Source: an optimization exercise on an open RTL-to-GDS flow (aim: small area). Production flows keep margins and buffers that such runs may drop.
In this exercise RTL edits were held to simulation tests only and were not proved equivalent to the original.
The flow treats the clock pin as an ideal source, which a real chip does not have.

// bmem_line_adapter
module bmem_line_adapter #(
    parameter int ADDR_W = 32,
    parameter int BEAT_W = 64,
    parameter int BEATS  = 4
) (
    input  logic                      clk,
    input  logic                      rst,
    input  logic [ADDR_W-1:0]         i_addr,
    input  logic                      i_read,
    output logic [BEAT_W*BEATS-1:0]   i_rdata,
    output logic                      i_resp,
    input  logic [ADDR_W-1:0]         d_addr,
    input  logic                      d_read,
    input  logic                      d_write,
    input  logic [BEAT_W*BEATS-1:0]   d_wdata,
    output logic [BEAT_W*BEATS-1:0]   d_rdata,
    output logic                      d_resp,
    output logic [ADDR_W-1:0]         bmem_addr,
    output logic                      bmem_read,
    output logic                      bmem_write,
    output logic [BEAT_W-1:0]         bmem_wdata,
    input  logic                      bmem_ready,
    input  logic [ADDR_W-1:0]         bmem_raddr,
    input  logic [BEAT_W-1:0]         bmem_rdata,
    input  logic                      bmem_rvalid
);
Size: roughly 850 cells after synthesis, about 270 flip-flops, ~11000 sq um of cells after synthesis.
==> flow/config.mk <==
export PLATFORM = sky130hd
export DESIGN_NAME = bmem_line_adapter
export DESIGN_NICKNAME = bmem_line_adapter
export VERILOG_FILES = /design/flow/design.v
export SDC_FILE = /design/flow/constraint.sdc
export NUM_CORES = 4
export LEC_CHECK = 0
export CAP_MARGIN = 20
export CORE_AREA = 10 10 450 450
export DIE_AREA = 0 0 460 460
export SLEW_MARGIN = 20
==> flow/constraint.sdc <==
create_clock -name core_clock -period 5.0 [get_ports {clk}]
set_input_delay 1.0000 -clock core_clock [delete_from_list [all_inputs] [get_ports {clk}]]
set_output_delay 1.0000 -clock core_clock [all_outputs]
set_load 0.01 [all_outputs]
standard.sh (not shown) runs the stock make flow with config.mk's settings and CLKGATE_MAP_FILE= SYNTH_SCRIPT=/design/flow/synth_recipe.tcl, a recipe that flattens the netlist after the stock synthesis.
==> flow/flow/run.sh <==
#!/bin/bash
# Own layout flow: the standard ORFS flow (standard.sh), with
#  - the port buffers that global placement inserts taken from the smallest
#    buffer cell,
#  - clock tree synthesis clustering more sinks per leaf buffer and adding
#    no dummy loads, and
#  - the pins that meet at the same cells placed side by side on the edge
#    (place_pins -group_pins): per read-data bit, the bmem_rdata bit with the
#    four i_rdata and four d_rdata bits it feeds; per write-data bit, the four
#    d_wdata bits with their bmem_wdata bit; per address bit, i_addr, d_addr,
#    bmem_addr and bmem_raddr,
#  - after CTS, clock buffers upsized only where the flip-flop clock-pin
#    slew needs it (flow/post_cts.tcl).
set -euo pipefail
here=$(cd "$(dirname "${BASH_SOURCE[0]}")" && pwd)
export BUFFER_PORTS_ARGS="-buffer_cell sky130_fd_sc_hd__buf_1"
export CTS_ARGS="-sink_clustering_enable -repair_clock_nets -sink_clustering_size 30 -sink_clustering_max_diameter 100 -buf_list sky130_fd_sc_hd__clkbuf_4 -dont_use_dummy_load"
groups=""
for b in $(seq 0 63); do
  g="bmem_rdata[$b]"
  for k in 0 1 2 3; do g="$g i_rdata[$((64*k+b))] d_rdata[$((64*k+b))]"; done
  groups="$groups -group_pins {$g}"
  g="bmem_wdata[$b]"
  for k in 0 1 2 3; do g="$g d_wdata[$((64*k+b))]"; done
  groups="$groups -group_pins {$g}"
done
for b in $(seq 5 31); do
  groups="$groups -group_pins {i_addr[$b] d_addr[$b] bmem_addr[$b] bmem_raddr[$b]}"
done
export PLACE_PINS_ARGS="$groups"
export POST_CTS_TCL="$here/post_cts.tcl"
bash standard.sh > standard_flow.log 2>&1
==> flow/flow/post_cts.tcl <==
# Runs at the end of ORFS's CTS step (POST_CTS_TCL). Upsizes each clock buffer
# whose flip-flop clock pins see a slew above the target, one drive step at a
# time, then legalises the placement again. Before that, cells on paths with
# setup slack to spare are downsized (repair_timing -recover_power).
estimate_parasitics -placement
repair_timing -recover_power 100 -verbose
set clk_slew_target [expr {[info exists ::env(CLK_SLEW_TARGET)] ? $::env(CLK_SLEW_TARGET) : 0.122}]
set clk_sizes {sky130_fd_sc_hd__clkbuf_1 sky130_fd_sc_hd__clkbuf_2 sky130_fd_sc_hd__clkbuf_4 sky130_fd_sc_hd__clkbuf_8 sky130_fd_sc_hd__clkbuf_16}
for {set iter 0} {$iter < 4} {incr iter} {
  estimate_parasitics -placement
  set slow [dict create]
  foreach pin [get_pins -hierarchical */CLK] {
    set s [expr {max([get_property $pin slew_max_rise], [get_property $pin slew_max_fall])}]
    if {$s > $clk_slew_target} {
      set net [get_nets -of_objects $pin]
      foreach drv [get_pins -of_objects $net -filter "direction == output"] {
        dict set slow [get_property [get_cells -of_objects $drv] full_name] 1
      }
    }
  }
  if {[dict size $slow] == 0} { break }
  set n 0
  foreach name [dict keys $slow] {
    set inst [[ord::get_db_block] findInst $name]
    set m [[$inst getMaster] getName]
    set i [lsearch $clk_sizes $m]
    if {$i >= 0 && $i < [llength $clk_sizes] - 1} {
      replace_cell [get_cells $name] [lindex $clk_sizes [expr {$i + 1}]]
      incr n
    }
  }
  puts "post_cts: iteration $iter upsized $n clock buffers"
  if {$n == 0} { break }
}
detailed_placement
check_placement -verbose
estimate_parasitics -placement
The starting point aborted during 3_2_place_iop.
Rerun with:
==> flow/flow/run.sh (replaced) <==
#!/bin/bash
# Own layout flow: the standard ORFS flow (standard.sh), with
#  - the port buffers that global placement inserts taken from the smallest
#    buffer cell,
#  - clock tree synthesis clustering more sinks per leaf buffer and adding
#    no dummy loads, and
#  - after CTS, clock buffers upsized only where the flip-flop clock-pin
#    slew needs it (flow/post_cts.tcl).
set -euo pipefail
here=$(cd "$(dirname "${BASH_SOURCE[0]}")" && pwd)
export BUFFER_PORTS_ARGS="-buffer_cell sky130_fd_sc_hd__buf_1"
export CTS_ARGS="-sink_clustering_enable -repair_clock_nets -sink_clustering_size 30 -sink_clustering_max_diameter 100 -buf_list sky130_fd_sc_hd__clkbuf_4 -dont_use_dummy_load"
export POST_CTS_TCL="$here/post_cts.tcl"
export PRE_GLOBAL_PLACE_TCL="$here/pre_gpl.tcl"
bash standard.sh > standard_flow.log 2>&1
==> flow/flow/pre_gpl.tcl (new file) <==
# Runs at the start of ORFS's global placement (PRE_GLOBAL_PLACE_TCL). With
# timing-driven placement off, ORFS keeps the synthesis buffers; remove them
# here as the timing-driven flow does, before the ports are buffered.
remove_buffers
--- a/flow/config.mk
+++ b/flow/config.mk
@@ -7,5 +7,6 @@
 export LEC_CHECK = 0
 export CAP_MARGIN = 20
-export CORE_AREA = 10 10 450 450
-export DIE_AREA = 0 0 460 460
+export CORE_AREA = 10 10 390 390
+export DIE_AREA = 0 0 400 400
+export GPL_TIMING_DRIVEN = 0
 export SLEW_MARGIN = 20
Effect:
- With this change the flow completed with no timing, DRC or antenna violations
- synthesized area stays the same
- synthesized cell count is unchanged
Rerun with:
--- a/flow/flow/run.sh
+++ b/flow/flow/run.sh
@@ -5,4 +5,9 @@
 #  - clock tree synthesis clustering more sinks per leaf buffer and adding
 #    no dummy loads, and
+#  - the pins that meet at the same cells placed side by side on the edge
+#    (place_pins -group_pins): per read-data bit, the bmem_rdata bit with the
+#    four i_rdata and four d_rdata bits it feeds; per write-data bit, the four
+#    d_wdata bits with their bmem_wdata bit; per address bit, i_addr, d_addr,
+#    bmem_addr and bmem_raddr,
 #  - after CTS, clock buffers upsized only where the flip-flop clock-pin
 #    slew needs it (flow/post_cts.tcl).
@@ -11,5 +16,17 @@
 export BUFFER_PORTS_ARGS="-buffer_cell sky130_fd_sc_hd__buf_1"
 export CTS_ARGS="-sink_clustering_enable -repair_clock_nets -sink_clustering_size 30 -sink_clustering_max_diameter 100 -buf_list sky130_fd_sc_hd__clkbuf_4 -dont_use_dummy_load"
+groups=""
+for b in $(seq 0 63); do
+  g="bmem_rdata[$b]"
+  for k in 0 1 2 3; do g="$g i_rdata[$((64*k+b))] d_rdata[$((64*k+b))]"; done
+  groups="$groups -group_pins {$g}"
+  g="bmem_wdata[$b]"
+  for k in 0 1 2 3; do g="$g d_wdata[$((64*k+b))]"; done
+  groups="$groups -group_pins {$g}"
+done
+for b in $(seq 5 31); do
+  groups="$groups -group_pins {i_addr[$b] d_addr[$b] bmem_addr[$b] bmem_raddr[$b]}"
+done
+export PLACE_PINS_ARGS="-annealing $groups"
 export POST_CTS_TCL="$here/post_cts.tcl"
-export PRE_GLOBAL_PLACE_TCL="$here/pre_gpl.tcl"
 bash standard.sh > standard_flow.log 2>&1
--- a/flow/config.mk
+++ b/flow/config.mk
@@ -9,4 +9,3 @@
 export CORE_AREA = 10 10 390 390
 export DIE_AREA = 0 0 400 400
-export GPL_TIMING_DRIVEN = 0
 export SLEW_MARGIN = 20
removed: flow/flow/pre_gpl.tcl
What happened: This time the run died in 3_2_place_iop (PPL-0107). Synthesized cell count is unchanged. Area after synthesis does not change.
Rerun with:
==> flow/flow/run.sh (replaced) <==
#!/bin/bash
# Own layout flow: the standard ORFS flow (standard.sh), with
#  - the port buffers that global placement inserts taken from the smallest
#    buffer cell,
#  - clock tree synthesis clustering more sinks per leaf buffer and adding
#    no dummy loads, and
#  - after CTS, clock buffers upsized only where the flip-flop clock-pin
#    slew needs it (flow/post_cts.tcl).
set -euo pipefail
here=$(cd "$(dirname "${BASH_SOURCE[0]}")" && pwd)
export BUFFER_PORTS_ARGS="-buffer_cell sky130_fd_sc_hd__buf_1"
export CTS_ARGS="-sink_clustering_enable -repair_clock_nets -sink_clustering_size 25 -sink_clustering_max_diameter 80 -buf_list sky130_fd_sc_hd__clkbuf_4 -dont_use_dummy_load"
export POST_CTS_TCL="$here/post_cts.tcl"
bash standard.sh > standard_flow.log 2>&1
--- a/flow/flow/post_cts.tcl
+++ b/flow/flow/post_cts.tcl
@@ -5,5 +5,5 @@
 estimate_parasitics -placement
 repair_timing -recover_power 100 -verbose
-set clk_slew_target [expr {[info exists ::env(CLK_SLEW_TARGET)] ? $::env(CLK_SLEW_TARGET) : 0.122}]
+set clk_slew_target [expr {[info exists ::env(CLK_SLEW_TARGET)] ? $::env(CLK_SLEW_TARGET) : 0.115}]
 set clk_sizes {sky130_fd_sc_hd__clkbuf_1 sky130_fd_sc_hd__clkbuf_2 sky130_fd_sc_hd__clkbuf_4 sky130_fd_sc_hd__clkbuf_8 sky130_fd_sc_hd__clkbuf_16}
 for {set iter 0} {$iter < 4} {incr iter} {
--- a/flow/config.mk
+++ b/flow/config.mk
@@ -7,5 +7,5 @@
 export LEC_CHECK = 0
 export CAP_MARGIN = 20
-export CORE_AREA = 10 10 390 390
-export DIE_AREA = 0 0 400 400
+export CORE_AREA = 10 10 350 350
+export DIE_AREA = 0 0 360 360
 export SLEW_MARGIN = 20
After rerunning: This time the run passed the timing, design-rule and antenna checks; synthesized cell count does not change; synthesized area does not change.
Rerun with:
==> flow/flow/run.sh (replaced) <==
#!/bin/bash
# Own layout flow: the standard ORFS flow (standard.sh), with
#  - the port buffers that global placement inserts taken from the smallest
#    buffer cell,
#  - clock tree synthesis clustering more sinks per leaf buffer and adding
#    no dummy loads, and
#  - the pins that meet at the same cells placed side by side on the edge
#    (place_pins -group_pins): per read-data bit, the bmem_rdata bit with the
#    four i_rdata and four d_rdata bits it feeds; per write-data bit, the four
#    d_wdata bits with their bmem_wdata bit; per address bit, i_addr, d_addr,
#    bmem_addr and bmem_raddr,
#  - after CTS, clock buffers upsized only where the flip-flop clock-pin
#    slew needs it (flow/post_cts.tcl).
set -euo pipefail
here=$(cd "$(dirname "${BASH_SOURCE[0]}")" && pwd)
export BUFFER_PORTS_ARGS="-buffer_cell sky130_fd_sc_hd__buf_1"
export CTS_ARGS="-sink_clustering_enable -repair_clock_nets -sink_clustering_size 30 -sink_clustering_max_diameter 100 -buf_list sky130_fd_sc_hd__clkbuf_4 -dont_use_dummy_load"
groups=""
for b in $(seq 0 63); do
  g="bmem_rdata[$b]"
  for k in 0 1 2 3; do g="$g i_rdata[$((64*k+b))] d_rdata[$((64*k+b))]"; done
  groups="$groups -group_pins {$g}"
  g="bmem_wdata[$b]"
  for k in 0 1 2 3; do g="$g d_wdata[$((64*k+b))]"; done
  groups="$groups -group_pins {$g}"
done
for b in $(seq 5 31); do
  groups="$groups -group_pins {i_addr[$b] d_addr[$b] bmem_addr[$b] bmem_raddr[$b]}"
done
export PLACE_PINS_ARGS="$groups"
export POST_CTS_TCL="$here/post_cts.tcl"
bash standard.sh > standard_flow.log 2>&1
--- a/flow/flow/post_cts.tcl
+++ b/flow/flow/post_cts.tcl
@@ -5,5 +5,5 @@
 estimate_parasitics -placement
 repair_timing -recover_power 100 -verbose
-set clk_slew_target [expr {[info exists ::env(CLK_SLEW_TARGET)] ? $::env(CLK_SLEW_TARGET) : 0.115}]
+set clk_slew_target [expr {[info exists ::env(CLK_SLEW_TARGET)] ? $::env(CLK_SLEW_TARGET) : 0.122}]
 set clk_sizes {sky130_fd_sc_hd__clkbuf_1 sky130_fd_sc_hd__clkbuf_2 sky130_fd_sc_hd__clkbuf_4 sky130_fd_sc_hd__clkbuf_8 sky130_fd_sc_hd__clkbuf_16}
 for {set iter 0} {$iter < 4} {incr iter} {
--- a/flow/config.mk
+++ b/flow/config.mk
@@ -7,5 +7,5 @@
 export LEC_CHECK = 0
 export CAP_MARGIN = 20
-export CORE_AREA = 10 10 350 350
-export DIE_AREA = 0 0 360 360
+export CORE_AREA = 10 10 390 390
+export DIE_AREA = 0 0 400 400
 export SLEW_MARGIN = 20
After rerunning: This time the run died in 3_2_place_iop on PPL-0086; synthesized area stays the same; synthesized cell count does not change.

[afterwards: timing with drivers on the ports]
Ports are ideal in the flow. The routed layouts listed here were re-timed in OpenROAD.
Step 1 assumes that a clkbuf_16 drives the clock port and a buf_2 every other input.
Step 2 also shifts input and output timing later by t, the mid clock arrival at the registers, as if the neighbouring blocks saw the same clock.
a / b / c = ideal ports / drivers / drivers and shift; a / b = the first two.
run	t (ns)	setup WS [ns]	worst setup path after step 2	worst register clock-pin slew, ns	worst slew at a driven data input, ns
the second run	0.880	0.196 / 0.196 / -0.085	input to register	0.11 / 0.11	0.26
the fourth run	0.865	0.999 / 0.999 / 0.770	input to register	0.10 / 0.10	0.41
With both steps, setup timing fails in the second run, where it was met with ideal ports. For the second run, which loses most, drivers alone change the setup slack by 0.000 ns; drivers and shift together by -0.281 ns.
